Source: an optimization exercise on an open RTL-to-GDS flow (aim: small area, a short achievable clock period and few clock cycles per item). Production flows keep margins and buffers that such runs may drop. RTL that was checked went through simulation tests only; none was proved equivalent to the original. For run 4, only the layout was checked, not whether the RTL still works. No activity file was given, so power comes from the tool's default toggle rates.

$ cat flow/flow/run.sh
#!/bin/bash
set -euo pipefail
export SETUP_SLACK_MARGIN=6.5
export BUFFER_PORTS_ARGS="-buffer_cell sky130_fd_sc_hd__buf_4"
bash standard.sh > flow_make.log 2>&1
$ cat flow/standard.sh
#!/bin/bash
# synth_recipe.tcl (not shown) runs the flow's synth.tcl, then flattens the netlist and writes it again
# the make line also repeats each setting of config.mk as NAME=value (left out here)
make -C /OpenROAD-flow-scripts/flow DESIGN_CONFIG=/design/flow/config.mk WORK_HOME=/design/flow/orfs CLKGATE_MAP_FILE= SYNTH_SCRIPT=/design/flow/synth_recipe.tcl "${@:-finish}"
$ cat flow/config.mk
export PLATFORM = sky130hd
export DESIGN_NAME = core_top
export DESIGN_NICKNAME = core_top
export VERILOG_FILES = /design/flow/design.v
export SDC_FILE = /design/flow/constraint.sdc
export NUM_CORES = 4
export LEC_CHECK = 0
export CAP_MARGIN = 20
export CORE_MARGIN = 2
export CORE_UTILIZATION = 45
export CTS_CLUSTER_DIAMETER = 100
export CTS_CLUSTER_SIZE = 20
export PLACE_DENSITY = 0.6
export SLEW_MARGIN = 20
$ cat flow/constraint.sdc
create_clock -name core_clock -period 10.0 [get_ports {clk}]
set_input_delay 2.0000 -clock core_clock [delete_from_list [all_inputs] [get_ports {clk}]]
set_output_delay 2.0000 -clock core_clock [all_outputs]
set_load 0.01 [all_outputs]
$ cat flow/design.v
package core_pkg;
    localparam int xlen = 32;
    localparam int reg_count = 32;
    typedef logic [xlen-1:0] data_t;
    typedef logic [4:0] reg_addr_t;
    localparam logic [6:0] opcode_op     = 7'b0110011;
    localparam logic [6:0] opcode_op_imm = 7'b0010011;
endpackage
`timescale 1ns/100ps
module alu_unit (
    input  core_pkg::data_t op_a,
    input  core_pkg::data_t op_b,
    input  logic            sel_add,    
    input  logic            sub,        
    input  logic [4:0]      shamt,      
    input  logic            sel_sll,
    input  logic            sel_slt,
    input  logic            sel_sltu,
    input  logic            sel_xor,
    input  logic            sel_sr,
    input  logic            arith,      
    input  logic            sel_or,
    input  logic            sel_and,
    output core_pkg::data_t result
);
    logic [33:0] sum_c;
    logic [32:0] sum;
    logic        lt_s;
    logic        lt_u;
    core_pkg::data_t sll, sr;
    assign sum_c = {1'b0, op_a, 1'b1} + {1'b0, op_b, sub};
    assign sum = sum_c[33:1];
    assign lt_u = !sum[32];
    assign lt_s = (op_a[31] == op_b[31]) ? op_a[31] : sum[31];
    assign sll = op_a << shamt;
    assign sr = $signed({arith & op_a[31], op_a}) >>> shamt;
    assign result = ({32{sel_add}} & sum[31:0])
                  | ({32{sel_sll}} & sll)
                  | {31'b0, (sel_slt & lt_s) | (sel_sltu & lt_u)}
                  | ({32{sel_xor}} & (op_a ^ op_b))
                  | ({32{sel_sr}} & sr)
                  | ({32{sel_or}} & (op_a | op_b))
                  | ({32{sel_and}} & (op_a & op_b));
endmodule
`timescale 1ns/100ps
module register_file (
    input  logic                clk,
    input  logic                rst_n,
    input  core_pkg::reg_addr_t rs1_addr,
    input  core_pkg::reg_addr_t rs2_addr,
    output core_pkg::data_t     rs1_data,
    output core_pkg::data_t     rs2_data,
    input  logic                wr_en,
    input  core_pkg::reg_addr_t wr_addr,
    input  core_pkg::data_t     wr_data
);
    core_pkg::data_t regs [1:31];
    logic [31:1] written;
    always_ff @(posedge clk or negedge rst_n) begin
        if (!rst_n)
            written <= '0;
        else if (wr_en && wr_addr != '0)
            written[wr_addr] <= 1'b1;
    end
    always_ff @(posedge clk) begin
        if (wr_en && wr_addr != '0)
            regs[wr_addr] <= wr_data;
    end
    always_comb begin
        rs1_data = '0;
        rs2_data = '0;
        for (int i = 1; i < core_pkg::reg_count; i++) begin
            rs1_data = rs1_data | ({32{rs1_addr == i && written[i]}} & regs[i]);
            rs2_data = rs2_data | ({32{rs2_addr == i && written[i]}} & regs[i]);
        end
    end
endmodule
`timescale 1ns/100ps
module fetch_unit (
    input  logic        clk,
    input  logic        rst_n,
    input  logic        in_valid,
    input  logic [31:0] in_instr,
    output logic        in_ready,
    input  logic        stall,
    output logic        f_valid,
    output logic        f_is_reg,    
    output logic        f_legal,     
    output logic [31:7] f_instr
);
    logic        s_valid;
    logic        s_is_reg, s_legal;
    logic [31:7] s_instr;
    logic        in_is_reg, in_legal;
    logic        accept;
    logic        f_take;
    logic        ready_out;
    assign in_is_reg = (in_instr[6:0] == core_pkg::opcode_op);
    assign in_legal = in_is_reg || (in_instr[6:0] == core_pkg::opcode_op_imm);
    assign in_ready = ready_out;
    assign accept = in_valid && !s_valid;
    assign f_take = !f_valid || !stall;
    always_ff @(posedge clk or negedge rst_n) begin
        if (!rst_n) begin
            s_valid <= 1'b0;
            f_valid <= 1'b0;
        end else if (f_take) begin
            s_valid <= 1'b0;
            f_valid <= s_valid || accept;
        end else if (accept) begin
            s_valid <= 1'b1;
        end
    end
    always_ff @(posedge clk or negedge rst_n) begin
        if (!rst_n)
            ready_out <= 1'b1;
        else
            ready_out <= f_take || (ready_out && !in_valid);
    end
    always_ff @(posedge clk) begin
        if (f_take) begin
            f_instr <= s_valid ? s_instr : in_instr[31:7];
            f_is_reg <= s_valid ? s_is_reg : in_is_reg;
            f_legal <= s_valid ? s_legal : in_legal;
        end
        if (!f_take && accept) begin
            s_instr <= in_instr[31:7];
            s_is_reg <= in_is_reg;
            s_legal <= in_legal;
        end
    end
endmodule
`timescale 1ns/100ps
module decode_issue (
    input  logic        clk,
    input  logic        rst_n,
    input  logic        f_valid,
    input  logic        f_is_reg,
    input  logic        f_legal,
    input  logic [31:7] f_instr,
    output logic        stall,
    output logic        retire_valid,
    output logic [73:0] retire,
    input  logic        retire_ready
);
    logic [2:0]  funct3;
    core_pkg::reg_addr_t rs1, rs2, rd;
    core_pkg::data_t rs1_data, rs2_data;
    core_pkg::data_t rd_a, rd_b;
    logic        ex_a, ex_b;
    logic        sub;
    logic        shift;
    core_pkg::data_t b_next;
    logic        e_valid;
    core_pkg::data_t e_a, e_b;
    logic [4:0]  e_shamt;
    logic        e_sel_add, e_sub, e_sel_sll, e_sel_slt, e_sel_sltu;
    logic        e_sel_xor, e_sel_sr, e_arith, e_sel_or, e_sel_and;
    logic        e_legal, e_wr;
    core_pkg::reg_addr_t e_rd;
    logic        o_valid;
    core_pkg::reg_addr_t o_rd;
    core_pkg::data_t o_result;
    logic        o_wr, o_illegal;
    logic [29:0] o_count;
    logic        o_valid_out;
    core_pkg::data_t alu_result;
    assign rd  = f_instr[11:7];
    assign funct3 = f_instr[14:12];
    assign rs1 = f_instr[19:15];
    assign rs2 = f_instr[24:20];
    assign stall = o_valid && !retire_ready;
    register_file regfile_block (
        .clk      (clk),
        .rst_n    (rst_n),
        .rs1_addr (rs1),
        .rs2_addr (rs2),
        .rs1_data (rs1_data),
        .rs2_data (rs2_data),
        .wr_en    (e_valid && e_wr),
        .wr_addr  (e_rd),
        .wr_data  (alu_result)
    );
    assign rd_a = rs1_data;
    assign rd_b = !f_is_reg ? {{20{f_instr[31]}}, f_instr[31:20]} : rs2_data;
    assign ex_a = e_valid && e_wr && rs1 == e_rd;
    assign ex_b = f_is_reg && e_valid && e_wr && rs2 == e_rd;
    assign sub = (f_is_reg && funct3 == 3'b000 && f_instr[30])
              || funct3 == 3'b010 || funct3 == 3'b011;
    assign shift = f_legal && funct3[1:0] == 2'b01;
    assign b_next = ex_b ? alu_result : rd_b;
    always_ff @(posedge clk or negedge rst_n) begin
        if (!rst_n)
            e_valid <= 1'b0;
        else if (!stall)
            e_valid <= f_valid;
    end
    always_ff @(posedge clk) begin
        if (!stall) begin
            e_a <= ex_a ? alu_result : rd_a;
            e_b <= b_next ^ {32{sub}};
            e_shamt <= shift ? b_next[4:0] : 5'b0;
            e_sel_add <= f_legal && funct3 == 3'b000;
            e_sub <= sub;
            e_sel_sll <= f_legal && funct3 == 3'b001;
            e_sel_slt <= f_legal && funct3 == 3'b010;
            e_sel_sltu <= f_legal && funct3 == 3'b011;
            e_sel_xor <= f_legal && funct3 == 3'b100;
            e_sel_sr <= f_legal && funct3 == 3'b101;
            e_arith <= f_instr[30];
            e_sel_or <= f_legal && funct3 == 3'b110;
            e_sel_and <= f_legal && funct3 == 3'b111;
            e_legal <= f_legal;
            e_wr <= f_legal && (rd != '0);
            e_rd <= rd;
        end
    end
    alu_unit alu_block (
        .op_a     (e_a),
        .op_b     (e_b),
        .shamt    (e_shamt),
        .sel_add  (e_sel_add),
        .sub      (e_sub),
        .sel_sll  (e_sel_sll),
        .sel_slt  (e_sel_slt),
        .sel_sltu (e_sel_sltu),
        .sel_xor  (e_sel_xor),
        .sel_sr   (e_sel_sr),
        .arith    (e_arith),
        .sel_or   (e_sel_or),
        .sel_and  (e_sel_and),
        .result   (alu_result)
    );
    always_ff @(posedge clk or negedge rst_n) begin
        if (!rst_n) begin
            o_valid <= 1'b0;
            o_count <= '0;
        end else begin
            if (!stall)
                o_valid <= e_valid;
            if (o_valid && retire_ready)
                o_count <= o_count + 1'b1;
        end
    end
    always_ff @(posedge clk) begin
        if (!stall) begin
            o_rd <= e_rd;
            o_result <= alu_result;
            o_wr <= e_wr;
            o_illegal <= !e_legal;
        end
    end
    always_ff @(posedge clk or negedge rst_n) begin
        if (!rst_n)
            o_valid_out <= 1'b0;
        else
            o_valid_out <= (o_valid_out && !retire_ready) || e_valid;
    end
    assign retire_valid = o_valid_out;
    assign retire = {o_count, 2'b00, o_count[2:0], o_rd, o_result, o_wr, o_illegal};
endmodule
`timescale 1ns/100ps
module core_top (
    input  logic                     clk,
    input  logic                     rst_n,
    input  logic                     in_valid,
    input  logic [31:0]              in_instr,
    output logic                     in_ready,
    output logic                     retire_valid,
    output logic [73:0]              retire,
    input  logic                     retire_ready
);
    logic        stall;
    logic        f_valid;
    logic        f_is_reg;
    logic        f_legal;
    logic [31:7] f_instr;
    fetch_unit fetch_block (
        .clk      (clk),
        .rst_n    (rst_n),
        .in_valid (in_valid),
        .in_instr (in_instr),
        .in_ready (in_ready),
        .stall    (stall),
        .f_valid  (f_valid),
        .f_is_reg (f_is_reg),
        .f_legal  (f_legal),
        .f_instr  (f_instr)
    );
    decode_issue decode_block (
        .clk          (clk),
        .rst_n        (rst_n),
        .f_valid      (f_valid),
        .f_is_reg     (f_is_reg),
        .f_legal      (f_legal),
        .f_instr      (f_instr),
        .stall        (stall),
        .retire_valid (retire_valid),
        .retire       (retire),
        .retire_ready (retire_ready)
    );
endmodule
==> summary.txt, run 1 <==
Cells and area
The number of nets in the finished design is 4575. Summing all multi-input logic gate instances after layout gives 21200 µm². The register area is 36800 µm². The area growth from synthesis to layout is 14.2%.

The layout has 11000 filler cells. The layout cell share with drive strength beyond 1 is 0.202. The flip-flop count of the largest register, all copies and words added is 992. More flip-flops sit in one register than any other, and that register is decode_block.regfile_block.regs.

Route
For this run, design rule violations remaining after detail routing come to 0. The total via count after detailed routing is 49600. The routed wirelength normalized by instance count is 45.5 µm. The routed design has 284 mm of wire. The pre-antenna-repair detailed-routing pass consisted of 14 iterations. The routed via count divided by cell count is 7.96.

The final antenna-violating net count is 0. The first routing iteration left 10800 violations.

Placement
During placement, the flow inserted port buffers numbering 109. The HPWL after detailed placement is 155 mm. The congestion estimate from routability-driven global placement came to 0.974.

Timing
The worst-margin pin slew is 1.19 ns. Dividing the final minimum period by the clock period gives 0.372. The highest achievable clock rate is 0.269 GHz.

The final number of hold-violating endpoints is 0. Measured against its own limit, the worst slew margin works out to 0.207. The final-report max-slew violation count came to 0. Clock skew on the completed layout was measured at 0.0406 ns. The final-report setup violation count is 0. The final sum of negative setup slack is 0 ns. Setup repair after global routing could not meet its margin everywhere. For the finished layout, the period the worst path requires is 3.72 ns.

Floorplanning
The effective utilization at floorplan is 0.452. The die span in x is 364 µm. The row count is 132.

The core region is 129000 µm². The count of boundary I/O pins is 112. The die covers 133000 µm².

From bottom edge to top edge, the die measures 364 µm.

Min path
The worst hold path begins at fetch_block.f_instr[8]$_DFFE_PN_. The number of cells on the worst hold path is 0. The worst hold path class is reg -> reg. For hold timing, the worst endpoint is decode_block.e_rd[1]$_DFFE_PN_.

GRT
The aggregate global routing overflow is 0. The number of global-route vias before repair is 44900. The global-route wire length before repair is 378 mm. The initial antenna violation count is 19. Entering global routing, the biggest net connects 74 pins. Across every metal layer, demand over resource in global routing totals 0.416.

Clocking
The CTS tree is built. The count of hold-fix buffers inserted at cts is 0. After clock tree synthesis, the clock-pin slew on the worst setup and hold paths is 0.09 ns. CTS built an H-tree with a depth of 3.

Clock tree synthesis found a total of 1238 sinks. The buffer depth of the longest clock path is 3. The clock reaches the later pin of the worst-skew pair after 0.74 ns. The cell sitting at the root of the clock tree is a clkbuf_16. The TritonCTS buffer count is 74.

Synth
The cell area after synthesis is 58400 µm². Of all flip-flops after synthesis, the portion carrying an async set or reset was 0.0541. The Yosys step of the flow raised 3 warnings. Dividing the synthesized area by the synthesized cell count gives 13.5 µm². Of the synthesized area, sequential elements account for 0.630. Counting flops and latches in the post-synthesis netlist gives 1238.

The synthesized instance count is 4322. For this run, the leading register cell type out of synthesis is edfxtp_1. The netlist uses 94 different library cells.

The count of flip-flops with a built-in enable after synthesis is 1171.

Power and ir drop
For this design the static power due to leakage is 22.3 nW. The maximum resistive drop on vdd is 0.156 mV. Dividing total power by cell area gives a power density of 220 nW/µm². After layout, the design draws a total of 0.0147 W.

Critical path
The worst register-to-register path ends at decode_block.e_a[28]$_DFFE_PN_. The critical-path maximum fanout is 18. The launching element type of the critical path is a register.

STA puts the critical path data arrival time at 4.18 ns. The count of cells along the worst register-to-register path is 8. The register-to-register setup slack is 6.28 ns. By startpoint and endpoint, the worst setup path is classified as reg -> reg.

The worst endpoint required time is 10.46 ns. The capturing element type of the critical path is a register. The reg-to-reg startpoint is fetch_block.f_instr[19]$_DFFE_PN_.

Outcome
The flow ran to the end and the layout has no timing, DRC or antenna violations.

Job
Across the run, the number of max-cap violations was 0.
## routing by layer
metal	wire length (µm)	GRT usage	share of wire	up-vias
li1	-	-	-	18000
met1	93800	0.518	0.33	24300
met2	110000	0.564	0.39	5641
met3	55000	0.214	0.19	1670
met4	24700	0.265	0.087	36
met5	625	0.00871	0.0022	-
## metrics by stage
step | area (µm²) | worst slack (ns) | hold slack (ns) | utilization | std cells
floorplan | 58600 | 6.36 | 0.417 | - | 4323
global placement | 61500 | 5.37 | 0.421 | 0.476 | 5958
detailed placement | 61500 | 5.37 | 0.436 | 0.476 | 5959
CTS | 65300 | 6.38 | 0.458 | 0.505 | 6150
global route | 66700 | 6.41 | 0.464 | 0.517 | 6228
finish | 66700 | 6.28 | 0.456 | 0.517 | 6236
## final cells by class
| class | count | area share |
|---|---|---|
| Multi-Input combinational cell | 2618 | 0.318 |
| Timing Repair inverter | 7 | 0.000787 |
| Clock buffer | 86 | 0.0291 |
| Antenna cell | 10 | 0.000375 |
| Sequential cell | 1238 | 0.552 |
| Clock inverter | 13 | 0.00276 |
| Inverter | 99 | 0.00613 |
| Timing Repair Buffer | 423 | 0.0578 |
| Tap cell | 1742 | 0.0327 |
## timing repair
| action | in CTS | in global routing |
|---|---|---|
| gates resized for setup | 162 | 176 |
| cloned | 10 | 9 |
| pin swaps | 18 | 41 |
| setup buffers | 82 | 67 |
| endpoints found under the setup margin | 1934 | 432 |
## power by group
| part | leakage, nW | internal (W) | total (W) | switching [W] |
|---|---|---|---|---|
| sequential | 11.6 | 0.00668 | 0.00695 | 0.000269 |
| combinational | 9.70 | 0.00146 | 0.00454 | 0.00307 |
| clock | 1.03 | 0.00141 | 0.00322 | 0.00181 |
| total | 22.3 | 0.00955 | 0.0147 | 0.00515 |
## Yosys cell counts (50+ instances only)
library cell | instances | share of area
a21oi_1 | 118 | 0.010
a221oi_1 | 345 | 0.052
a22o_1 | 334 | 0.050
a22oi_1 | 271 | 0.035
and3_1 | 78 | 0.0083
buf_1 | 51 | 0.0033
clkbuf_1 | 246 | 0.016
dfrtp_1 | 66 | 0.028
edfxtp_1 | 1171 | 0.60
ha_1 | 77 | 0.016
inv_1 | 95 | 0.0061
mux2i_1 | 50 | 0.0086
mux4_2 | 56 | 0.022
nand2_1 | 182 | 0.012
nand3_1 | 124 | 0.011
nand4_1 | 122 | 0.013
nor2_1 | 204 | 0.013
nor3_1 | 82 | 0.0070
o21ai_0 | 96 | 0.0082
xnor2_1 | 67 | 0.010
## critical path, cell delays in order (launching register included)
cell and delay (ns):
edfxtp_1 0.54, nor2b_1 0.36, nor2b_1 0.34, and3_4 0.69, buf_4 0.57, a22oi_1 0.18
nand4_1 0.17, nor3_1 0.08, mux2i_1 0.46
## how the worst max path moves through the flow
| stage | cells after the start | slack [ns] | startpoint | endpoint |
|---|---|---|---|---|
| after floorplan | 3 | 6.36 | retire_ready | fetch_block.s_instr[10]$_DFFE_PP_ |
| after global placement | 10 | 5.37 | decode_block.e_shamt[0]$_SDFFCE_PN0N_ | decode_block.regfile_block.regs[13][14]$_DFFE_PP_ |
| after detailed placement | 10 | 5.37 | decode_block.e_shamt[0]$_SDFFCE_PN0N_ | decode_block.regfile_block.regs[13][14]$_DFFE_PP_ |
| after CTS | 11 | 6.38 | fetch_block.f_instr[21]$_DFFE_PN_ | decode_block.e_b[10]$_DFFE_PN_ |
| after global routing | 12 | 6.41 | fetch_block.f_instr[20]$_DFFE_PN_ | decode_block.e_b[18]$_DFFE_PN_ |
| final | 8 | 6.28 | fetch_block.f_instr[19]$_DFFE_PN_ | decode_block.e_a[28]$_DFFE_PN_ |
## logic make-up (layout without fill, tap and decap cells)
logic type | after synthesis | after routing | share of synthesized area
xor gates and xnor gates | 95 | 95 | 0.0142
DFF | 1238 | 1238 | 0.630
and+or+nand+nor | 874 | 874 | 0.0737
AOI/OAI and AO/OA | 1410 | 1414 | 0.191
buffers and inverters | 471 | 628 | 0.0340
other | 1 | 12 | 0.0000642
adders and majority gates | 78 | 78 | 0.0168
muxes | 155 | 155 | 0.0401
## placed cells by master (no fill, tap or decap), types with 45 or more instances in the layout
master     count
edfxtp_1    1171
buf_4        341
a221oi_1     336
a22o_1       334
a22oi_1      271
nand2_1      179
nor2_1       163
nand4_1      122
nand3_1      119
a21oi_1      105
o21ai_0       87
inv_1         84
clkbuf_16     81
ha_1          66
dfrtp_1       66
xnor2_1       63
mux4_2        56
nor3_1        48
mux2_2        46
mux2i_1       45
Testbench counts, summed over its fixed seeds: cycles 12,024, items 12,000.
==> inputs of run 2 (changes only) <==
--- a/flow/config.mk
+++ b/flow/config.mk
@@ -10,5 +10,5 @@
 export CORE_UTILIZATION = 45
 export CTS_CLUSTER_DIAMETER = 100
 export CTS_CLUSTER_SIZE = 20
-export PLACE_DENSITY = 0.6
+export PLACE_DENSITY = 0.7
 export SLEW_MARGIN = 20
==> summary.txt, run 2 <==
Outcome
The run finished with no timing, DRC or antenna violations.

Power and ir drop
The internal portion of total power came to 0.00940 W (-1.6%). The switching power total is 0.00499 W (-3.2%). The maximum resistive drop on vdd came to 0.125 mV (-20%). The power share of the combinational group was 0.298 (-0.011).

The sequential cell fraction of total power is 0.485 (+0.013). The static leakage was 21.9 nW (-1.8%). The total power per unit cell area came to 219 nW/µm² (-0.74%). The share of power burned in the clock network was 0.218 (about the same). The overall power consumption is 0.0144 W (-2.2%). The fraction of power spent switching nets is 0.347 (-0.00374).

Timing
The final-report max-slew violation count came to 0 (unchanged). The final sum of negative setup slack came to 0 ns (unchanged). The final number of hold-violating endpoints is 0 (unchanged). The worst-case clock skew is 0.0319 ns (-0.00870 ns). Setup repair after global routing could not meet its margin everywhere. The fraction of the cycle the final worst path needs is 0.364 (-0.00763). The highest achievable clock rate is 0.275 GHz (+2.1%). The final critical-path setup slack came to 6.36 ns (+0.0763 ns). The worst-margin pin slew is 1.17 ns (-0.0166 ns). The final-report setup violation count is 0 (unchanged).

The clock period minus final worst setup slack is 3.64 ns (-0.0763 ns). The normalized max-slew margin is 0.218 (+0.0111).

Cells and area
In the layout the commonest cells are 1171 x edfxtp_1, 339 x a221oi_1, 334 x a22o_1, 308 x buf_4, 270 x a22oi_1. The register area is 36800 µm² (about the same). The layout cell share with drive strength beyond 1 is 0.190 (-0.0119). The number of fill cells in the layout came to 10900 (-1.1%). The most common cell after layout, fill and taps aside is edfxtp_1. More flip-flops sit in one register than any other, and that register is decode_block.regfile_block.regs. From synthesis to final layout, the design area changed by 12.6%. The flip-flop count of the largest register, all copies and words added is 992 (unchanged).

The area taken by multi-input logic gates is 21100 µm² (-0.87%). The number of standard cells in the layout, taps in and fillers out is 6187 (-0.79%). The number of nets in the finished design was 4522 (-1.2%).

Clocking
The count of hold-fix buffers inserted at cts is 0 (unchanged). The clock transition at the registers of the reported paths is 0.09 ns (about the same). The TritonCTS buffer count is 72 (-2.7%). The source-to-sink clock delay at the later pin of the worst-skew pair is 0.73 ns (about the same). The clock net sink count is 1238 (unchanged). The CTS tree is built.

The H-tree depth is 3 (unchanged). The buffer depth of the longest clock path came to 3 (unchanged). CTS placed an instance of clkbuf_16 at the clock tree root.

Placement
The worst setup slack after placement is 4.97 ns (-0.399 ns). The number of I/O port buffers is 109 (unchanged). The post-detailed-placement half-perimeter wirelength came to 146 mm (-6.0%). The cell count after placement is 5951 (-0.13%). The global placement routability congestion is 0.992 (+1.9%).

Synth
The cell area after synthesis was 58400 µm² (unchanged). Sorting the synthesized cells by area gives the leading types as edfxtp_1 60%, a221oi_1 5.2%, a22o_1 5.0%. The post-synthesis cell type with the largest combined area is edfxtp_1. The synthesized instance count came to 4322 (unchanged). The fraction of synthesized cell area taken by the top area cell type came to 0.602 (unchanged). The count of flip-flops with a built-in enable after synthesis is 1171 (unchanged). The most used flip-flop cell after synthesis is edfxtp_1. The synthesized area divided by synthesized cell count is 13.5 µm² (unchanged). The number of warning messages in the yosys log is 3 (unchanged).

The count of unique library cells instantiated by Yosys is 94 (unchanged). The proportion of synthesized flip-flops having asynchronous set or reset is 0.0541 (unchanged). The most common cell in the synthesized netlist is edfxtp_1.

The sequential element share of the synthesized area is 0.630 (unchanged). The flip-flop and latch count after synthesis was 1238 (unchanged). The commonest cells after synthesis are 1171 x edfxtp_1, 345 x a221oi_1, 334 x a22o_1.

Route
The first-iteration detailed-routing DRC count is 11200 (+3.9%). The total via count after detailed routing is 49700 (+0.20%). The number of iterations in the first detailed-routing pass is 14 (unchanged).

The routed via count divided by cell count is 8.04 (+0.99%). The routed wirelength normalized by instance count is 43.6 µm (-4.2%). The total length of routed wires was 270 mm (-5.0%).

The final antenna-violating net count is 0 (unchanged). The post-detailed-route DRC marker count is 0 (unchanged).

Critical path
The critical path starts at fetch_block.f_instr[20]$_DFFE_PN_. The critical-path maximum fanout is 19 (+1). The most critical setup path has its endpoint at decode_block.e_b[3]$_DFFE_PN_.

The arrival time at the worst endpoint was 4.09 ns (-0.09 ns). The worst setup path is captured at a register. The endpoint identified for the worst register-to-register timing path is decode_block.e_b[3]$_DFFE_PN_. The launching element type of the critical path is a register. The setup path with the least slack is of type reg -> reg. The register-to-register setup slack is 6.36 ns (+0.08 ns). The startpoint identified for the worst register-to-register timing path is fetch_block.f_instr[20]$_DFFE_PN_. The worst endpoint required time came to 10.45 ns (about the same). The count of cells along the worst register-to-register path is 11 (+3).

Floorplanning
The vertical die dimension was 364 µm (unchanged). The die span in x is 364 µm (unchanged). The core area is 129000 µm² (unchanged). The floorplan die area is 133000 µm² (unchanged). The row count is 132 (unchanged). The effective utilization at floorplan is 0.452 (unchanged). The count of boundary I/O pins was 112 (unchanged).

Job
The reported max-cap violation count is 0 (unchanged).

GRT
The number of global-route vias before repair is 45100 (+0.39%). The initial antenna violation count is 25 (+6). The global-route wire length before repair is 359 mm (-4.9%). The maximum number of pins on one net before global-route repair is 70 (-5.4%). The overall routing resource usage is 0.390 (-0.0256). The aggregate global routing overflow is 0 (unchanged).

Min path
The worst hold path class is reg -> reg.
[run 2: cell counts after synthesis]
Identical to the previous run, type by type.
[run 2: metal layers]
| layer | part of all wire | GRT usage |
|---|---|---|
| met5 | 0.0047 | 0.0232 |
| met3 | 0.20 | 0.217 |
| met2 | 0.39 | 0.531 |
| met1 | 0.32 | 0.471 |
| met4 | 0.098 | 0.250 |
[run 2: layout make-up]
cell class	count	area share
repair inverters	6	0.000685
clock inverters	8	0.00190
well taps	1742	0.0331
flip-flops and latches	1238	0.560
repair buffers	372	0.0486
multi-input cells	2619	0.320
clock buffers	85	0.0286
inverters	99	0.00618
diodes	18	0.000685
[run 2: repair_timing]
item | CTS | global route
gates cloned | 7 | 9
pin swaps | 15 | 28
resized for setup | 124 | 161
buffers inserted | 77 | 32
setup endpoints to repair | 2110 | 421
[run 2: how the worst min path moves through the flow]
stage,depth (start not counted),from,slack [ns],endpoint
final,0,fetch_block.f_instr[7]$_DFFE_PN_,0.45,decode_block.e_rd[0]$_DFFE_PN_
after global routing,0,fetch_block.f_instr[7]$_DFFE_PN_,0.47,decode_block.e_rd[0]$_DFFE_PN_
after CTS,0,fetch_block.f_instr[10]$_DFFE_PN_,0.45,decode_block.e_rd[3]$_DFFE_PN_
after detailed placement,0,fetch_block.f_instr[7]$_DFFE_PN_,0.43,decode_block.e_rd[0]$_DFFE_PN_
after global placement,0,fetch_block.f_instr[11]$_DFFE_PN_,0.43,decode_block.e_rd[4]$_DFFE_PN_
after floorplan,0,fetch_block.f_instr[9]$_DFFE_PN_,0.42,decode_block.e_rd[2]$_DFFE_PN_
[run 2: power by group through the flow]
| stage | registers, W | logic [W] | clock network (W) |
|---|---|---|---|
| after floorplan | 0.00700 | 0.00199 | 0 |
| after global placement | 0.00719 | 0.00323 | 0 |
| after detailed placement | 0.00719 | 0.00328 | 0 |
| after CTS | 0.00696 | 0.00371 | 0.00309 |
| after global routing | 0.00699 | 0.00437 | 0.00326 |
| final | 0.00697 | 0.00428 | 0.00313 |
[run 2: worst max-delay path: stages, from the launching register on]
cell and delay, ns:
edfxtp_1 0.53, buf_4 0.20, nor3b_1 0.42, and3_4 0.57
buf_6 0.42, a22o_1 0.21, a221oi_1 0.06, nand4_1 0.14
o32a_2 0.36, nor2_1 0.10, a21oi_1 0.22, xor2_1 0.10
[run 2: logic make-up (layout without fill, tap and decap cells)]
logic type               Yosys count  count (layout)  share of synthesized area
XOR/XNOR                          95              95                     0.0142
buffers and inverters            471             570                     0.0340
multiplexers                     155             155                     0.0401
flip-flops                      1238            1238                      0.630
adder cells (fa/ha/maj)           78              78                     0.0168
AO/OA/AOI/OAI                   1410            1413                      0.191
AND/OR/NAND/NOR                  874             876                     0.0737
other                              1              20                  0.0000642
[run 2: per-stage QoR]
step	util	hold WS (ns)	cell area, µm²
after floorplan	-	0.417	58600
after global placement	0.476	0.434	61400
after detailed placement	0.476	0.435	61400
after CTS	0.501	0.448	64700
after global routing	0.509	0.467	65700
final	0.509	0.450	65800
==> inputs of run 3 (changes only) <==
--- a/flow/config.mk
+++ b/flow/config.mk
@@ -7,8 +7,8 @@
 export LEC_CHECK = 0
 export CAP_MARGIN = 20
 export CORE_MARGIN = 2
-export CORE_UTILIZATION = 45
+export CORE_UTILIZATION = 60
 export CTS_CLUSTER_DIAMETER = 100
 export CTS_CLUSTER_SIZE = 20
-export PLACE_DENSITY = 0.7
+export PLACE_DENSITY = 0.72
 export SLEW_MARGIN = 20
==> summary.txt, run 3 <==
Route
The number of iterations in the first detailed-routing pass was 17 (+3). The first-iteration detailed-routing DRC count came to 12900 (+16%). The routed via count divided by cell count came to 8.83 (+9.8%). The post-detailed-route DRC marker count is 0 (unchanged).

The total via count after detailed routing is 50700 (+2.0%). The final antenna-violating net count is 0 (unchanged). The total length of routed wires was 271 mm (+0.44%). The routed wirelength normalized by instance count came to 47.2 µm (+8.1%).

Cells and area
The number of standard cells in the layout, taps in and fillers out is 5747 (-7.1%). The number of nets in the finished design is 4526 (+0.088%). decode_block.regfile_block.regs holds more flip-flops than any other register.

The layout cell share with drive strength beyond 1 was 0.190 (about the same). The most common cell after layout, fill and taps aside is edfxtp_1. The flip-flop count of the largest register, all copies and words added was 992 (unchanged). The register area is 36800 µm² (unchanged). The number of fill cells in the layout is 6703 (-38%).

The final design utilization was 0.677 (+0.168). In the layout the commonest cells are 1171 x edfxtp_1, 338 x a221oi_1, 334 x a22o_1, 304 x buf_4, 271 x a22oi_1. The area taken by multi-input logic gates is 21100 µm² (+0.34%). Relative to the synthesized area, the layout overhead comes to 11.9%.

GRT
The initial antenna violation count came to 29 (+16%). The number of global-route vias before repair is 46000 (+2.1%). The aggregate global routing overflow is 0 (unchanged). The overall routing resource usage is 0.530 (+0.140). The maximum number of pins on one net before global-route repair was 73 (+4.3%). The global-route wire length before repair is 361 mm (+0.64%).

Timing
The final critical-path setup slack is 6.24 ns (-0.117 ns). The final sum of negative setup slack is 0 ns (unchanged). The final number of hold-violating endpoints is 0 (unchanged). The final-report max-slew violation count came to 0 (unchanged).

Setup repair after global routing could not meet its margin everywhere. The worst-margin pin slew came to 1.16 ns (-0.0142 ns). The worst-case clock skew came to 0.0329 ns (+0.00102 ns).

The clock period minus final worst setup slack is 3.76 ns (+0.117 ns). The highest achievable clock rate is 0.266 GHz (-3.1%). The final-report setup violation count is 0 (unchanged). The fraction of the cycle the final worst path needs is 0.376 (+0.0117). The normalized max-slew margin is 0.228 (+0.00950).

Critical path
The capturing element type of the critical path is a register. In this run the critical register-to-register path is captured at decode_block.e_a[12]$_DFFE_PN_. The worst setup path category is reg -> reg.

By instance count, the cell type seen most on the critical path is nor2b_1. The worst endpoint required time was 10.42 ns (-0.03 ns). On the critical path, the stage with the largest delay is an instance of nor3_1. The reg-to-reg startpoint is fetch_block.f_instr[19]$_DFFE_PN_.

The critical-path maximum fanout is 23 (+4). The arrival time at the worst endpoint is 4.17 ns (+0.08 ns). STA classifies the critical path startpoint as a register.

The count of cells along the worst register-to-register path is 9 (-2). The register-to-register setup slack is 6.24 ns (-0.12 ns). Walking the worst path, the cells encountered are nor2b_1, nor2b_1, and3_2, buf_6, a22o_1, a221oi_1, nand3_1, nor3_1, mux2i_1. The largest incremental delay on the critical path came to 0.85 ns (+0.28 ns).

Floorplanning
The row count is 114 (-14%). The vertical die dimension is 316 µm (-13%). The effective utilization at floorplan is 0.605 (+0.153). The die span in x is 316 µm (-13%). The core area was 96600 µm² (-25%). The floorplan die area came to 99900 µm² (-25%).

The count of boundary I/O pins was 112 (unchanged).

Synth
The number of warning messages in the yosys log was 3 (unchanged). After synthesis, the most frequently instantiated cells are 1171 x edfxtp_1, 345 x a221oi_1, 334 x a22o_1. The top flip-flop cell by instance count after synthesis is edfxtp_1. The post-synthesis cell type with the largest combined area is edfxtp_1. The synthesized area divided by synthesized cell count is 13.5 µm² (unchanged). Sorting the synthesized cells by area gives the leading types as edfxtp_1 60%, a221oi_1 5.2%, a22o_1 5.0%. In the post-synthesis netlist, the cell with the most instances is edfxtp_1. The synthesized instance count came to 4322 (unchanged). The cell area after synthesis is 58400 µm² (unchanged). The fraction of synthesized cell area taken by the top area cell type is 0.602 (unchanged). The flip-flop and latch count after synthesis is 1238 (unchanged). The count of unique library cells instantiated by Yosys is 94 (unchanged). The count of flip-flops with a built-in enable after synthesis came to 1171 (unchanged). The proportion of synthesized flip-flops having asynchronous set or reset was 0.0541 (unchanged). The sequential element share of the synthesized area is 0.630 (unchanged).

Min path
The path with the worst hold slack has its endpoint at decode_block.e_rd[0]$_DFFE_PN_. The number of cells on the worst hold path is 0 (unchanged). The tightest min-delay check is of the reg -> reg type. In this run the most critical hold path is launched from fetch_block.f_instr[7]$_DFFE_PN_.

Placement
The number of I/O port buffers is 109 (unchanged). The worst setup slack after placement is 4.98 ns (+0.00900 ns). The global placement routability congestion is 1.02 (+2.9%). The post-detailed-placement half-perimeter wirelength came to 146 mm (about the same).

The cell count after placement is 5486 (-7.8%).

Clocking
The clock net sink count was 1238 (unchanged). The CTS tree is built. The source-to-sink clock delay at the later pin of the worst-skew pair was 0.72 ns (about the same). The H-tree depth is 3 (unchanged). The count of hold-fix buffers inserted at cts is 0 (unchanged). The TritonCTS buffer count is 72 (unchanged). The clock transition at the registers of the reported paths is 0.09 ns (about the same). The buffer depth of the longest clock path is 3 (unchanged).

In this run the clock root is driven by a clkbuf_16.

Job
The reported max-cap violation count was 0 (unchanged).

Outcome
The flow ran to the end and the layout has no timing, DRC or antenna violations.

Power and ir drop
The overall power consumption was 0.0145 W (+1.0%). The total power per unit cell area was 222 nW/µm² (+1.6%). The maximum resistive drop on vdd was 0.152 mV (+22%).

The static leakage was 22.0 nW (+0.43%).
==> run 3: cell counts after synthesis <==
Identical to the previous run, type by type.
==> run 3: worst max-delay path, delay by kind of cell (launching register included) <==
kind | cells | cell delay, ns
AO/OA/AOI/OAI | 2 | 0.48
flip-flops | 1 | 0.54
buffers and inverters | 1 | 0.36
multiplexers | 1 | 0.17
AND/OR/NAND/NOR | 5 | 1.85
==> run 3: worst max-delay path by stage <==
stage	from	endpoint	slack [ns]
floorplan	retire_ready	fetch_block.s_instr[10]$_DFFE_PP_	6.36
global placement	decode_block.e_shamt[0]$_SDFFCE_PN0N_	decode_block.e_a[15]$_DFFE_PN_	5.05
detailed placement	decode_block.e_shamt[0]$_SDFFCE_PN0N_	decode_block.e_a[15]$_DFFE_PN_	4.98
CTS	decode_block.e_rd[1]$_DFFE_PN_	decode_block.regfile_block.regs[4][11]$_DFFE_PP_	6.50
global route	decode_block.e_a[0]$_DFFE_PN_	decode_block.e_a[24]$_DFFE_PN_	6.45
finish	fetch_block.f_instr[19]$_DFFE_PN_	decode_block.e_a[12]$_DFFE_PN_	6.24
==> run 3: routing by layer <==
metal / global-route usage / part of all wire / vias up / wire length, µm
li1: - / - / 17900 / -
met2: 0.701 / 0.38 / 6339 / 103000
met1: 0.621 / 0.30 / 24100 / 81300
met5: 0.0819 / 0.0072 / - / 1960
met3: 0.322 / 0.20 / 2314 / 54600
met4: 0.389 / 0.11 / 57 / 30600
==> run 3: logic make-up (layout without fill, tap and decap cells) <==
group                    count (synthesis)  count (layout)  synth area share
AO/OA/AOI/OAI                         1410            1416             0.191
flip-flops                            1238            1238             0.630
AND/OR/NAND/NOR                        874             874            0.0737
buffers and inverters                  471             579            0.0340
multiplexers                           155             155            0.0401
XOR/XNOR                                95              95            0.0142
adder cells (fa/ha/maj)                 78              78            0.0168
other                                    1              36         0.0000642
==> run 3: metrics by stage <==
| step | area, µm² | hold WS, ns |
|---|---|---|
| after floorplan | 58600 | 0.417 |
| after global placement | 60900 | 0.424 |
| after detailed placement | 60900 | 0.440 |
| after CTS | 64200 | 0.446 |
| after global routing | 65300 | 0.486 |
| final | 65400 | 0.452 |
==> run 3: cell type report <==
type / instances / share of cell area
repair buffers: 377 / 0.0503
well taps: 1276 / 0.0244
clock inverters: 4 / 0.000650
flip-flops and latches: 1238 / 0.563
repair inverters: 4 / 0.000459
inverters: 99 / 0.00610
multi-input cells: 2620 / 0.323
diodes: 34 / 0.00130
clock buffers: 95 / 0.0305
==> run 3: report_power, final <==
| group | switching, W | total [W] | internal (W) |
|---|---|---|---|
| clock network | 0.00172 | 0.00313 | 0.00140 |
| logic | 0.00306 | 0.00447 | 0.00140 |
| registers | 0.000260 | 0.00694 | 0.00668 |
==> run 3: timing repair <==
action | in CTS | in global routing
pin swaps | 21 | 31
gates cloned | 8 | 7
buffers inserted | 75 | 38
setup endpoints to repair | 1580 | 392
gates resized for setup | 125 | 156
==> inputs of run 4 (changes only) <==
--- a/flow/design.v
+++ b/flow/design.v
@@ -12,7 +12,6 @@
     input  core_pkg::data_t op_b,
     input  logic            sel_add,    
     input  logic            sub,        
-    input  logic [4:0]      shamt,      
     input  logic            sel_sll,
     input  logic            sel_slt,
     input  logic            sel_sltu,
@@ -23,15 +22,15 @@
     input  logic            sel_and,
     output core_pkg::data_t result
 );
-    logic [33:0] sum_c;
     logic [32:0] sum;
     logic        lt_s;
     logic        lt_u;
+    logic [4:0]  shamt;
     core_pkg::data_t sll, sr;
-    assign sum_c = {1'b0, op_a, 1'b1} + {1'b0, op_b, sub};
-    assign sum = sum_c[33:1];
+    assign sum = {1'b0, op_a} + {1'b0, op_b} + {32'b0, sub};
     assign lt_u = !sum[32];
     assign lt_s = (op_a[31] == op_b[31]) ? op_a[31] : sum[31];
+    assign shamt = op_b[4:0];
     assign sll = op_a << shamt;
     assign sr = $signed({arith & op_a[31], op_a}) >>> shamt;
     assign result = ({32{sel_add}} & sum[31:0])
@@ -94,10 +93,9 @@
     logic        in_is_reg, in_legal;
     logic        accept;
     logic        f_take;
-    logic        ready_out;
     assign in_is_reg = (in_instr[6:0] == core_pkg::opcode_op);
     assign in_legal = in_is_reg || (in_instr[6:0] == core_pkg::opcode_op_imm);
-    assign in_ready = ready_out;
+    assign in_ready = !s_valid;
     assign accept = in_valid && !s_valid;
     assign f_take = !f_valid || !stall;
     always_ff @(posedge clk or negedge rst_n) begin
@@ -110,12 +108,6 @@
         end else if (accept) begin
             s_valid <= 1'b1;
         end
-    end
-    always_ff @(posedge clk or negedge rst_n) begin
-        if (!rst_n)
-            ready_out <= 1'b1;
-        else
-            ready_out <= f_take || (ready_out && !in_valid);
     end
     always_ff @(posedge clk) begin
         if (f_take) begin
@@ -149,11 +141,8 @@
     core_pkg::data_t rd_a, rd_b;
     logic        ex_a, ex_b;
     logic        sub;
-    logic        shift;
-    core_pkg::data_t b_next;
     logic        e_valid;
     core_pkg::data_t e_a, e_b;
-    logic [4:0]  e_shamt;
     logic        e_sel_add, e_sub, e_sel_sll, e_sel_slt, e_sel_sltu;
     logic        e_sel_xor, e_sel_sr, e_arith, e_sel_or, e_sel_and;
     logic        e_legal, e_wr;
@@ -163,7 +152,6 @@
     core_pkg::data_t o_result;
     logic        o_wr, o_illegal;
     logic [29:0] o_count;
-    logic        o_valid_out;
     core_pkg::data_t alu_result;
     assign rd  = f_instr[11:7];
     assign funct3 = f_instr[14:12];
@@ -187,8 +175,6 @@
     assign ex_b = f_is_reg && e_valid && e_wr && rs2 == e_rd;
     assign sub = (f_is_reg && funct3 == 3'b000 && f_instr[30])
               || funct3 == 3'b010 || funct3 == 3'b011;
-    assign shift = f_legal && funct3[1:0] == 2'b01;
-    assign b_next = ex_b ? alu_result : rd_b;
     always_ff @(posedge clk or negedge rst_n) begin
         if (!rst_n)
             e_valid <= 1'b0;
@@ -198,8 +184,7 @@
     always_ff @(posedge clk) begin
         if (!stall) begin
             e_a <= ex_a ? alu_result : rd_a;
-            e_b <= b_next ^ {32{sub}};
-            e_shamt <= shift ? b_next[4:0] : 5'b0;
+            e_b <= (ex_b ? alu_result : rd_b) ^ {32{sub}};
             e_sel_add <= f_legal && funct3 == 3'b000;
             e_sub <= sub;
             e_sel_sll <= f_legal && funct3 == 3'b001;
@@ -218,7 +203,6 @@
     alu_unit alu_block (
         .op_a     (e_a),
         .op_b     (e_b),
-        .shamt    (e_shamt),
         .sel_add  (e_sel_add),
         .sub      (e_sub),
         .sel_sll  (e_sel_sll),
@@ -250,13 +234,7 @@
             o_illegal <= !e_legal;
         end
     end
-    always_ff @(posedge clk or negedge rst_n) begin
-        if (!rst_n)
-            o_valid_out <= 1'b0;
-        else
-            o_valid_out <= (o_valid_out && !retire_ready) || e_valid;
-    end
-    assign retire_valid = o_valid_out;
+    assign retire_valid = o_valid;
     assign retire = {o_count, 2'b00, o_count[2:0], o_rd, o_result, o_wr, o_illegal};
 endmodule
 `timescale 1ns/100ps
==> flow/flow/run.sh (replaced) <==
#!/bin/bash
set -euo pipefail
export SETUP_SLACK_MARGIN=6.5
bash standard.sh > flow_make.log 2>&1
--- a/flow/config.mk
+++ b/flow/config.mk
@@ -7,8 +7,8 @@
 export LEC_CHECK = 0
 export CAP_MARGIN = 20
 export CORE_MARGIN = 2
-export CORE_UTILIZATION = 60
+export CORE_UTILIZATION = 45
 export CTS_CLUSTER_DIAMETER = 100
 export CTS_CLUSTER_SIZE = 20
-export PLACE_DENSITY = 0.72
+export PLACE_DENSITY = 0.6
 export SLEW_MARGIN = 20
==> summary.txt, run 4 <==
Synth
The fraction of synthesized cell area taken by the top area cell type came to 0.605 (+0.00332). The most used flip-flop cell after synthesis is edfxtp_1. The count of flip-flops with a built-in enable after synthesis was 1166 (-0.43%). The proportion of synthesized flip-flops having asynchronous set or reset is 0.0528 (-0.00132).

The synthesized instance count is 4277 (-1.0%). The sequential element share of the synthesized area was 0.633 (+0.00272). Yosys attributes the largest share of cell area to edfxtp_1 61%, a221oi_1 5.1%, a22o_1 5.0%. The commonest cells after synthesis are 1166 x edfxtp_1, 334 x a221oi_1, 331 x a22o_1.

The cell area after synthesis was 57900 µm² (-0.97%). The flip-flop and latch count after synthesis was 1231 (-0.57%). The number of warning messages in the yosys log is 3 (unchanged). The most common cell in the synthesized netlist is edfxtp_1. The synthesized design spends more area on one cell type than any other, namely edfxtp_1. The synthesized area divided by synthesized cell count is 13.5 µm² (about the same).

The count of unique library cells instantiated by Yosys is 91 (-3.2%).

Placement
The post-detailed-placement half-perimeter wirelength is 152 mm (+4.3%). The number of I/O port buffers was 109 (unchanged). The worst setup slack after placement came to 4.90 ns (-0.0799 ns). The global placement routability congestion is 0.980 (-4.0%).

Clocking
The clock transition at the registers of the reported paths is 0.09 ns (about the same). The source-to-sink clock delay at the later pin of the worst-skew pair is 0.70 ns (-0.02 ns). The TritonCTS buffer count was 72 (unchanged). The clock net sink count is 1231 (-0.57%).

The CTS tree is built. The H-tree depth came to 3 (unchanged). The tree is rooted in a clkbuf_16. The count of hold-fix buffers inserted at cts is 0 (unchanged). The buffer depth of the longest clock path is 3 (unchanged).

Floorplanning
The effective utilization at floorplan is 0.454 (-0.151). The core area is 128000 µm² (+32%). The floorplan die area is 131000 µm² (+32%). The count of boundary I/O pins is 112 (unchanged).

The row count is 131 (+15%). The die span in x came to 363 µm (+15%). The vertical die dimension came to 363 µm (+15%).

GRT
The overall routing resource usage is 0.412 (-0.118). The number of global-route vias before repair is 45100 (-2.1%). The maximum number of pins on one net before global-route repair is 66 (-9.6%). The initial antenna violation count is 17 (-41%). The global-route wire length before repair was 373 mm (+3.3%). The aggregate global routing overflow is 0 (unchanged).

Critical path
The register-to-register setup slack was 6.29 ns (+0.04 ns). The critical-path maximum fanout is 22 (-4.3%). The count of cells along the worst register-to-register path is 7 (-2). STA classifies the critical path endpoint as a register. The worst endpoint required time was 10.43 ns (about the same). The launching element type of the critical path is a register.

The critical path is of the reg -> reg type. The arrival time at the worst endpoint is 4.15 ns (-0.02 ns). The startpoint identified for the worst register-to-register timing path is fetch_block.f_instr[15]$_DFFE_PN_. The endpoint of the lowest-slack register-to-register path is decode_block.e_a[13]$_DFFE_PN_.

Timing
Setup repair after global routing could not meet its margin everywhere. The final sum of negative setup slack is 0 ns (unchanged). The final critical-path setup slack is 6.29 ns (+0.0441 ns). The final-report max-slew violation count was 0 (unchanged). The final-report setup violation count came to 0 (unchanged).

The highest achievable clock rate was 0.269 GHz (+1.2%). The fraction of the cycle the final worst path needs is 0.371 (-0.00441). The worst-case clock skew came to 0.0317 ns (-0.00127 ns). The final number of hold-violating endpoints is 0 (unchanged). The clock period minus final worst setup slack is 3.71 ns (-0.0441 ns). The normalized max-slew margin is 0.206 (-0.0219). The worst-margin pin slew was 1.18 ns (+0.0175 ns).

Outcome
The run finished with no timing, DRC or antenna violations.

Cells and area
In the layout the commonest cells are 1166 x edfxtp_1, 331 x a22o_1, 331 x a221oi_1, 276 x a22oi_1, 237 x buf_4. The number of nets in the finished design is 4571 (+0.99%). The register area came to 36600 µm² (-0.54%). The most common cell after layout, fill and taps aside is edfxtp_1. The number of fill cells in the layout is 10500 (+57%).

The layout-stage area growth over the synthesis result is 15.6%. The area taken by multi-input logic gates is 21100 µm² (-0.20%). The layout cell share with drive strength beyond 1 is 0.184 (-0.00564). The flip-flop count of the largest register, all copies and words added is 992 (unchanged). The register with the highest flop count is decode_block.regfile_block.regs.

Power and ir drop
The power share of the combinational group was 0.347 (+0.040). The total power per unit cell area is 231 nW/µm² (+4.2%). The sequential cell fraction of total power is 0.453 (-0.024). The switching power total came to 0.00551 W (+9.2%). The share of power burned in the clock network is 0.200 (-0.015). The maximum resistive drop on vdd is 0.127 mV (-17%).

The static leakage is 22.6 nW (+2.8%). The internal portion of total power is 0.00997 W (+5.2%). The fraction of power spent switching nets is 0.356 (+0.00857).

Min path
The worst min-delay path endpoint is decode_block.o_wr$_DFFE_PN_. The worst min-delay path startpoint is decode_block.e_wr$_DFFE_PN_. In this run the worst hold path is classified as reg -> reg. The number of cells on the worst hold path is 0 (unchanged).

Route
The post-detailed-route DRC marker count is 0 (unchanged). The routed wirelength normalized by instance count came to 45.4 µm (-3.7%). The routed via count divided by cell count is 7.96 (-9.8%). The number of iterations in the first detailed-routing pass was 10 (-7).

The total via count after detailed routing is 49000 (-3.4%). The final antenna-violating net count was 0 (unchanged). The total length of routed wires is 279 mm (+3.1%).

The first-iteration detailed-routing DRC count is 10400 (-19%).

Job
The reported max-cap violation count was 0 (unchanged).
## run 4: cell count changes after synthesis, moves of 11 or more
cell	before	now
o21ai_0	96	79
a21o_1	39	27
buf_2	49	18
nor2_1	204	170
buf_1	51	37
mux2i_1	50	73
mux4_2	56	41
a221oi_1	345	334
clkbuf_1	246	297
## run 4: worst max path at each step
stage                     slack [ns]                                               end  cells past startpoint                              start
after CTS                       6.42  decode_block.regfile_block.regs[22][0]$_DFFE_PP_                     17      decode_block.e_b[0]$_DFFE_PN_
after global routing            6.31  decode_block.regfile_block.regs[11][0]$_DFFE_PP_                     18      decode_block.e_b[0]$_DFFE_PN_
final                           6.29                    decode_block.e_a[13]$_DFFE_PN_                      7  fetch_block.f_instr[15]$_DFFE_PN_
after global placement          4.99  decode_block.regfile_block.regs[23][0]$_DFFE_PP_                     10      decode_block.e_b[0]$_DFFE_PN_
after detailed placement        4.90   decode_block.regfile_block.regs[9][0]$_DFFE_PP_                     10      decode_block.e_b[0]$_DFFE_PN_
after floorplan                 5.77                 fetch_block.s_instr[10]$_DFFE_PP_                      2                       retire_ready
## run 4: through the flow
| step | util | area (µm²) | hold slack, ns | power [W] | std cells |
|---|---|---|---|---|---|
| finish | 0.525 | 66900 | 0.456 | 0.0155 | 6151 |
| global route | 0.525 | 66900 | 0.471 | 0.0158 | 6140 |
| CTS | 0.516 | 65800 | 0.457 | 0.0148 | 6085 |
| detailed placement | 0.481 | 61400 | 0.430 | 0.0111 | 5853 |
| global placement | 0.481 | 61300 | 0.430 | 0.0110 | 5850 |
| floorplan | - | 58100 | 0.417 | 0.00941 | 4278 |
## run 4: cells by family after synthesis
logic type | share of synthesized area
adders and majority gates | 0.0176
muxes | 0.0420
xor gates and xnor gates | 0.0136
other | 0.0000648
buffers and inverters | 0.0318
and+or+nand+nor | 0.0737
AOI/OAI and AO/OA | 0.188
DFF | 0.633
## run 4: layout make-up
class,instances,share of cell area
sequential,1231,0.548
multi-input combinational,2588,0.315
timing repair buffer,451,0.0686
tap,1662,0.0311
clock buffer,85,0.0280
inverter,102,0.00641
clock inverter,9,0.00166
timing repair inverter,9,0.00101
antenna,14,0.000524
## run 4: routing by layer
layer	track usage	share of wire
met5	0.0144	0.0023
met4	0.255	0.085
met2	0.572	0.39
met1	0.515	0.33
met3	0.195	0.19
## run 4: power groups by stage
stage | clock [W] | sequential (W) | combinational (W)
5_1_grt | 0.00324 | 0.00704 | 0.00552
3_5_place_dp | 0 | 0.00721 | 0.00386
6_report | 0.00310 | 0.00702 | 0.00537
4_1_cts | 0.00307 | 0.00702 | 0.00471
2_1_floorplan | 0 | 0.00706 | 0.00235
3_3_place_gp | 0 | 0.00721 | 0.00382
## run 4: what timing repair did
| item | 4_1_cts | 5_1_grt |
|---|---|---|
| endpoints found under the setup margin | 2039 | 848 |
| gates cloned | 26 | 9 |
| gates resized for setup | 314 | 152 |
| buffers inserted | 112 | 43 |
| pin swaps | 27 | 47 |
## run 4: worst max-delay path: stages, from the launching register on
cell	delay [ns]
edfxtp_1	0.48
nor2b_1	0.60
and3_2	0.73
buf_4	0.65
a221oi_1	0.24
nand4_1	0.18
nor3_4	0.10
mux2i_1	0.42
==> inputs of run 5 (changes only) <==
--- a/flow/design.v
+++ b/flow/design.v
@@ -12,6 +12,7 @@
     input  core_pkg::data_t op_b,
     input  logic            sel_add,    
     input  logic            sub,        
+    input  logic [4:0]      shamt,      
     input  logic            sel_sll,
     input  logic            sel_slt,
     input  logic            sel_sltu,
@@ -22,15 +23,15 @@
     input  logic            sel_and,
     output core_pkg::data_t result
 );
+    logic [33:0] sum_c;
     logic [32:0] sum;
     logic        lt_s;
     logic        lt_u;
-    logic [4:0]  shamt;
     core_pkg::data_t sll, sr;
-    assign sum = {1'b0, op_a} + {1'b0, op_b} + {32'b0, sub};
+    assign sum_c = {1'b0, op_a, 1'b1} + {1'b0, op_b, sub};
+    assign sum = sum_c[33:1];
     assign lt_u = !sum[32];
     assign lt_s = (op_a[31] == op_b[31]) ? op_a[31] : sum[31];
-    assign shamt = op_b[4:0];
     assign sll = op_a << shamt;
     assign sr = $signed({arith & op_a[31], op_a}) >>> shamt;
     assign result = ({32{sel_add}} & sum[31:0])
@@ -45,8 +46,10 @@
 module register_file (
     input  logic                clk,
     input  logic                rst_n,
-    input  core_pkg::reg_addr_t rs1_addr,
-    input  core_pkg::reg_addr_t rs2_addr,
+    input  logic [3:0]          rs1_lo,
+    input  logic [7:0]          rs1_hi,
+    input  logic [3:0]          rs2_lo,
+    input  logic [7:0]          rs2_hi,
     output core_pkg::data_t     rs1_data,
     output core_pkg::data_t     rs2_data,
     input  logic                wr_en,
@@ -69,8 +72,8 @@
         rs1_data = '0;
         rs2_data = '0;
         for (int i = 1; i < core_pkg::reg_count; i++) begin
-            rs1_data = rs1_data | ({32{rs1_addr == i && written[i]}} & regs[i]);
-            rs2_data = rs2_data | ({32{rs2_addr == i && written[i]}} & regs[i]);
+            rs1_data = rs1_data | ({32{rs1_hi[i/4] && rs1_lo[i%4] && written[i]}} & regs[i]);
+            rs2_data = rs2_data | ({32{rs2_hi[i/4] && rs2_lo[i%4] && written[i]}} & regs[i]);
         end
     end
 endmodule
@@ -85,7 +88,11 @@
     output logic        f_valid,
     output logic        f_is_reg,    
     output logic        f_legal,     
-    output logic [31:7] f_instr
+    output logic [31:7] f_instr,
+    output logic [3:0]  f_rs1_lo,
+    output logic [7:0]  f_rs1_hi,
+    output logic [3:0]  f_rs2_lo,
+    output logic [7:0]  f_rs2_hi
 );
     logic        s_valid;
     logic        s_is_reg, s_legal;
@@ -93,9 +100,11 @@
     logic        in_is_reg, in_legal;
     logic        accept;
     logic        f_take;
+    logic        ready_out;
+    logic [31:7] next_instr;
     assign in_is_reg = (in_instr[6:0] == core_pkg::opcode_op);
     assign in_legal = in_is_reg || (in_instr[6:0] == core_pkg::opcode_op_imm);
-    assign in_ready = !s_valid;
+    assign in_ready = ready_out;
     assign accept = in_valid && !s_valid;
     assign f_take = !f_valid || !stall;
     always_ff @(posedge clk or negedge rst_n) begin
@@ -109,9 +118,24 @@
             s_valid <= 1'b1;
         end
     end
+    assign next_instr = s_valid ? s_instr : in_instr[31:7];
+    always_ff @(posedge clk or negedge rst_n) begin
+        if (!rst_n)
+            ready_out <= 1'b1;
+        else
+            ready_out <= f_take || (ready_out && !in_valid);
+    end
     always_ff @(posedge clk) begin
         if (f_take) begin
-            f_instr <= s_valid ? s_instr : in_instr[31:7];
+            f_instr <= next_instr;
+            for (int i = 0; i < 4; i++) begin
+                f_rs1_lo[i] <= next_instr[16:15] == i;
+                f_rs2_lo[i] <= next_instr[21:20] == i;
+            end
+            for (int i = 0; i < 8; i++) begin
+                f_rs1_hi[i] <= next_instr[19:17] == i;
+                f_rs2_hi[i] <= next_instr[24:22] == i;
+            end
             f_is_reg <= s_valid ? s_is_reg : in_is_reg;
             f_legal <= s_valid ? s_legal : in_legal;
         end
@@ -130,6 +154,10 @@
     input  logic        f_is_reg,
     input  logic        f_legal,
     input  logic [31:7] f_instr,
+    input  logic [3:0]  f_rs1_lo,
+    input  logic [7:0]  f_rs1_hi,
+    input  logic [3:0]  f_rs2_lo,
+    input  logic [7:0]  f_rs2_hi,
     output logic        stall,
     output logic        retire_valid,
     output logic [73:0] retire,
@@ -141,8 +169,11 @@
     core_pkg::data_t rd_a, rd_b;
     logic        ex_a, ex_b;
     logic        sub;
+    logic        shift;
+    core_pkg::data_t b_next;
     logic        e_valid;
     core_pkg::data_t e_a, e_b;
+    logic [4:0]  e_shamt;
     logic        e_sel_add, e_sub, e_sel_sll, e_sel_slt, e_sel_sltu;
     logic        e_sel_xor, e_sel_sr, e_arith, e_sel_or, e_sel_and;
     logic        e_legal, e_wr;
@@ -152,6 +183,7 @@
     core_pkg::data_t o_result;
     logic        o_wr, o_illegal;
     logic [29:0] o_count;
+    logic        o_valid_out;
     core_pkg::data_t alu_result;
     assign rd  = f_instr[11:7];
     assign funct3 = f_instr[14:12];
@@ -161,8 +193,10 @@
     register_file regfile_block (
         .clk      (clk),
         .rst_n    (rst_n),
-        .rs1_addr (rs1),
-        .rs2_addr (rs2),
+        .rs1_lo   (f_rs1_lo),
+        .rs1_hi   (f_rs1_hi),
+        .rs2_lo   (f_rs2_lo),
+        .rs2_hi   (f_rs2_hi),
         .rs1_data (rs1_data),
         .rs2_data (rs2_data),
         .wr_en    (e_valid && e_wr),
@@ -175,6 +209,8 @@
     assign ex_b = f_is_reg && e_valid && e_wr && rs2 == e_rd;
     assign sub = (f_is_reg && funct3 == 3'b000 && f_instr[30])
               || funct3 == 3'b010 || funct3 == 3'b011;
+    assign shift = f_legal && funct3[1:0] == 2'b01;
+    assign b_next = ex_b ? alu_result : rd_b;
     always_ff @(posedge clk or negedge rst_n) begin
         if (!rst_n)
             e_valid <= 1'b0;
@@ -184,7 +220,8 @@
     always_ff @(posedge clk) begin
         if (!stall) begin
             e_a <= ex_a ? alu_result : rd_a;
-            e_b <= (ex_b ? alu_result : rd_b) ^ {32{sub}};
+            e_b <= b_next ^ {32{sub}};
+            e_shamt <= shift ? b_next[4:0] : 5'b0;
             e_sel_add <= f_legal && funct3 == 3'b000;
             e_sub <= sub;
             e_sel_sll <= f_legal && funct3 == 3'b001;
@@ -203,6 +240,7 @@
     alu_unit alu_block (
         .op_a     (e_a),
         .op_b     (e_b),
+        .shamt    (e_shamt),
         .sel_add  (e_sel_add),
         .sub      (e_sub),
         .sel_sll  (e_sel_sll),
@@ -234,7 +272,13 @@
             o_illegal <= !e_legal;
         end
     end
-    assign retire_valid = o_valid;
+    always_ff @(posedge clk or negedge rst_n) begin
+        if (!rst_n)
+            o_valid_out <= 1'b0;
+        else
+            o_valid_out <= (o_valid_out && !retire_ready) || e_valid;
+    end
+    assign retire_valid = o_valid_out;
     assign retire = {o_count, 2'b00, o_count[2:0], o_rd, o_result, o_wr, o_illegal};
 endmodule
 `timescale 1ns/100ps
@@ -253,6 +297,8 @@
     logic        f_is_reg;
     logic        f_legal;
     logic [31:7] f_instr;
+    logic [3:0]  f_rs1_lo, f_rs2_lo;
+    logic [7:0]  f_rs1_hi, f_rs2_hi;
     fetch_unit fetch_block (
         .clk      (clk),
         .rst_n    (rst_n),
@@ -263,7 +309,11 @@
         .f_valid  (f_valid),
         .f_is_reg (f_is_reg),
         .f_legal  (f_legal),
-        .f_instr  (f_instr)
+        .f_instr  (f_instr),
+        .f_rs1_lo (f_rs1_lo),
+        .f_rs1_hi (f_rs1_hi),
+        .f_rs2_lo (f_rs2_lo),
+        .f_rs2_hi (f_rs2_hi)
     );
     decode_issue decode_block (
         .clk          (clk),
@@ -272,6 +322,10 @@
         .f_is_reg     (f_is_reg),
         .f_legal      (f_legal),
         .f_instr      (f_instr),
+        .f_rs1_lo     (f_rs1_lo),
+        .f_rs1_hi     (f_rs1_hi),
+        .f_rs2_lo     (f_rs2_lo),
+        .f_rs2_hi     (f_rs2_hi),
         .stall        (stall),
         .retire_valid (retire_valid),
         .retire       (retire),
==> flow/flow/run.sh (replaced) <==
#!/bin/bash
set -euo pipefail
export SETUP_SLACK_MARGIN=6.5
export BUFFER_PORTS_ARGS="-buffer_cell sky130_fd_sc_hd__buf_4"
bash standard.sh > flow_make.log 2>&1
==> summary.txt, run 5 <==
Synth
The post-synthesis cell type with the largest combined area is edfxtp_1. The count of flip-flops with a built-in enable after synthesis came to 1195 (+2.5%). After synthesis, the most frequently instantiated cells are 1195 x edfxtp_1, 375 x a22oi_1, 288 x a221oi_1. The most used flip-flop cell after synthesis is edfxtp_1.

The multiplexer area fraction after synthesis is 0.0464 (+0.00435). The cell area after synthesis came to 59300 µm² (+2.4%). The share of synthesized cell area in and, or, nand and nor gates is 0.0718 (-0.00188). The proportion of synthesized flip-flops having asynchronous set or reset is 0.0531 (+0.000288). The compound-gate portion of the synthesized area is 0.184 (-0.00429).

Min path
The worst min-delay path startpoint is fetch_block.f_instr[7]$_DFFE_PN_. The worst hold path class is reg -> reg. The worst hold path terminates at decode_block.e_rd[0]$_DFFE_PN_.

Placement
The post-detailed-placement half-perimeter wirelength is 151 mm (-0.78%). The global placement routability congestion is 0.983 (+0.35%). The cell count after placement is 5985 (+2.3%).

GRT
The overall routing resource usage is 0.395 (-0.0164).

Critical path
The register-to-register setup slack is 6.26 ns (-0.03 ns). The arrival time at the worst endpoint was 4.13 ns (-0.02 ns). The capturing element type of the critical path is a register.

The beginning of the critical path is fetch_block.f_rs1_lo[3]$_DFFE_PN_.

Cells and area
The number of fill cells in the layout is 11200 (+6.5%). The final design utilization came to 0.505 (-0.0197). The number of nets in the finished design is 4529 (-0.92%).

The top cell types in the final layout, fill and taps aside, are 1195 x edfxtp_1, 375 x a22oi_1, 326 x buf_4, 287 x a221oi_1, 281 x a22o_1. The number of standard cells in the layout, taps in and fillers out came to 6200 (+0.80%).

Outcome
The flow ran to the end and the layout has no timing, DRC or antenna violations.

Route
The final antenna-violating net count is 0 (unchanged). The total via count after detailed routing was 48800 (-0.32%). The routed via count divided by cell count came to 7.88 (-1.1%). The routed wirelength normalized by instance count was 44.3 µm (-2.5%).

Timing
The final-report setup violation count is 0 (unchanged). The final critical-path setup slack is 6.26 ns (-0.0305 ns). The worst-case clock skew is 0.0288 ns (-0.00284 ns).

The final number of hold-violating endpoints was 0 (unchanged). Setup repair after global routing could not meet its margin everywhere. The normalized max-slew margin is 0.142 (-0.0640).

Power and ir drop
The power share of the combinational group is 0.370 (+0.023). The internal portion of total power is 0.0106 W (+5.9%). The sequential cell fraction of total power is 0.441 (-0.012). The fraction of power spent switching nets is 0.377 (+0.0213).

The switching power total is 0.00640 W (+16%).

Clocking
The CTS tree is built. The H-tree depth is 3 (unchanged). The buffer depth of the longest clock path came to 3 (unchanged).

Job
The reported max-cap violation count is 0 (unchanged).

Floorplanning
The row count is 133 (+1.5%). The vertical die dimension is 367 µm (+1.2%). The core area is 131000 µm² (+2.8%).

The effective utilization at floorplan was 0.452 (-0.00184).
-- run 5: cell types whose count changed after synthesis, moves of 21 or more --
| cell | change |
|---|---|
| nand4_1 | +44 |
| inv_1 | +21 |
| a22o_1 | -50 |
| mux2_2 | -24 |
| a22oi_1 | +99 |
| mux4_2 | +24 |
| nand3_1 | -29 |
| a221oi_1 | -46 |
| edfxtp_1 | +29 |
-- run 5: routing by layer --
| metal | vias to the layer above | track usage | part of all wire |
|---|---|---|---|
| li1 | 17900 | - | - |
| met1 | 24000 | 0.498 | 0.33 |
| met2 | 5326 | 0.545 | 0.40 |
| met3 | 1569 | 0.195 | 0.19 |
| met4 | 22 | 0.235 | 0.085 |
| met5 | - | 0.00356 | 0.00076 |
-- run 5: cell type report --
class | instances | area [µm²] | share of cell area
antenna | 8 | 20.0 | 0.000302
timing repair inverter | 11 | 80.1 | 0.00121
multi-input combinational | 2583 | 20800 | 0.313
clock inverter | 10 | 109 | 0.00164
sequential | 1262 | 37600 | 0.567
tap | 1755 | 2200 | 0.0332
clock buffer | 88 | 1960 | 0.0295
timing repair buffer | 362 | 3050 | 0.0461
inverter | 121 | 499 | 0.00754
-- run 5: logic make-up (layout without fill, tap and decap cells) --
| kind of cell | Yosys count | after routing |
|---|---|---|
| other | 1 | 10 |
| flip-flops | 1262 | 1262 |
| XOR/XNOR | 92 | 92 |
| AO/OA/AOI/OAI | 1386 | 1386 |
| buffers and inverters | 488 | 592 |
| multiplexers | 167 | 167 |
| adder cells (fa/ha/maj) | 78 | 78 |
| AND/OR/NAND/NOR | 857 | 858 |
-- run 5: worst max path at each step --
stage               cells after the start                             endpoint  slack (ns)
finish                                  7        decode_block.e_a[5]$_DFFE_PN_        6.26
CTS                                    10       decode_block.e_b[16]$_DFFE_PN_        6.46
global route                           10       decode_block.e_b[16]$_DFFE_PN_        6.35
detailed placement                      8  decode_block.o_result[24]$_DFFE_PN_        4.93
floorplan                               3    fetch_block.s_instr[10]$_DFFE_PP_        6.15
global placement                        8  decode_block.o_result[24]$_DFFE_PN_        4.93
-- run 5: metrics by stage --
| stage | hold WS (ns) | area, µm² |
|---|---|---|
| 2_1_floorplan | 0.417 | 59300 |
| 3_3_place_gp | 0.436 | 62300 |
| 3_5_place_dp | 0.442 | 62300 |
| 4_1_cts | 0.465 | 65600 |
| 5_1_grt | 0.474 | 66200 |
| 6_report | 0.460 | 66200 |
-- run 5: power by group through the flow --
| stage | Clock (W) | Sequential [W] | Combinational, W |
|---|---|---|---|
| after floorplan | 0 | 0.00755 | 0.00292 |
| after global placement | 0 | 0.00777 | 0.00492 |
| after detailed placement | 0 | 0.00777 | 0.00497 |
| after CTS | 0.00319 | 0.00748 | 0.00569 |
| after global routing | 0.00337 | 0.00751 | 0.00643 |
| final | 0.00320 | 0.00748 | 0.00628 |
-- run 5: what timing repair did --
action                     4_1_cts  5_1_grt
hold buffers                     0        0
setup endpoints to repair     1205      518
pin swaps                       18       18
setup buffers                   69       26
cloned                          11        3
hold endpoints to repair         0        0
gates resized for setup        108       92
-- run 5: worst max-delay path: cells and delay by family (launching register included) --
kind,cells,cell delay (ns)
flops,1,0.57
buf+inv,1,0.47
mux,1,0.30
compound gates,2,0.58
simple gates,3,1.48
Testbench counts of run 5, summed over its fixed seeds: cycles 12,024, items 12,000.

## static timing again, ports no longer ideal
No port has a modelled driver above. Below, the same layouts with a new extraction and two added sets of constraints. Step 1: set_driving_cell puts a clkbuf_16 on clk and a buf_2 on each other input, an assumption about the parent block. Step 2, shift: input delay + t, output delay - t, t = (earliest + latest rising clock arrival at the registers) / 2. This alone moves slack from input paths to output paths. a / b / c = ideal ports / drivers / drivers and shift; a / b = the first two.
run	t (ns)	setup slack, ns	worst hold slack (ns)
run 1	0.795	6.284 / 6.284 / 5.924	0.456 / 0.456 / 0.456
run 2	0.788	6.360 / 6.360 / 5.970	0.450 / 0.450 / 0.450
run 3	0.774	6.244 / 6.244 / 5.876	0.452 / 0.452 / 0.452
run 4	0.764	6.288 / 6.288 / 5.908	0.456 / 0.456 / 0.456
run 5	0.784	6.257 / 6.257 / 5.820	0.460 / 0.460 / 0.460
After both steps setup and hold are still met in every run listed. For run 5, which loses most, drivers alone change the setup slack by 0.000 ns; drivers and shift together by -0.437 ns.
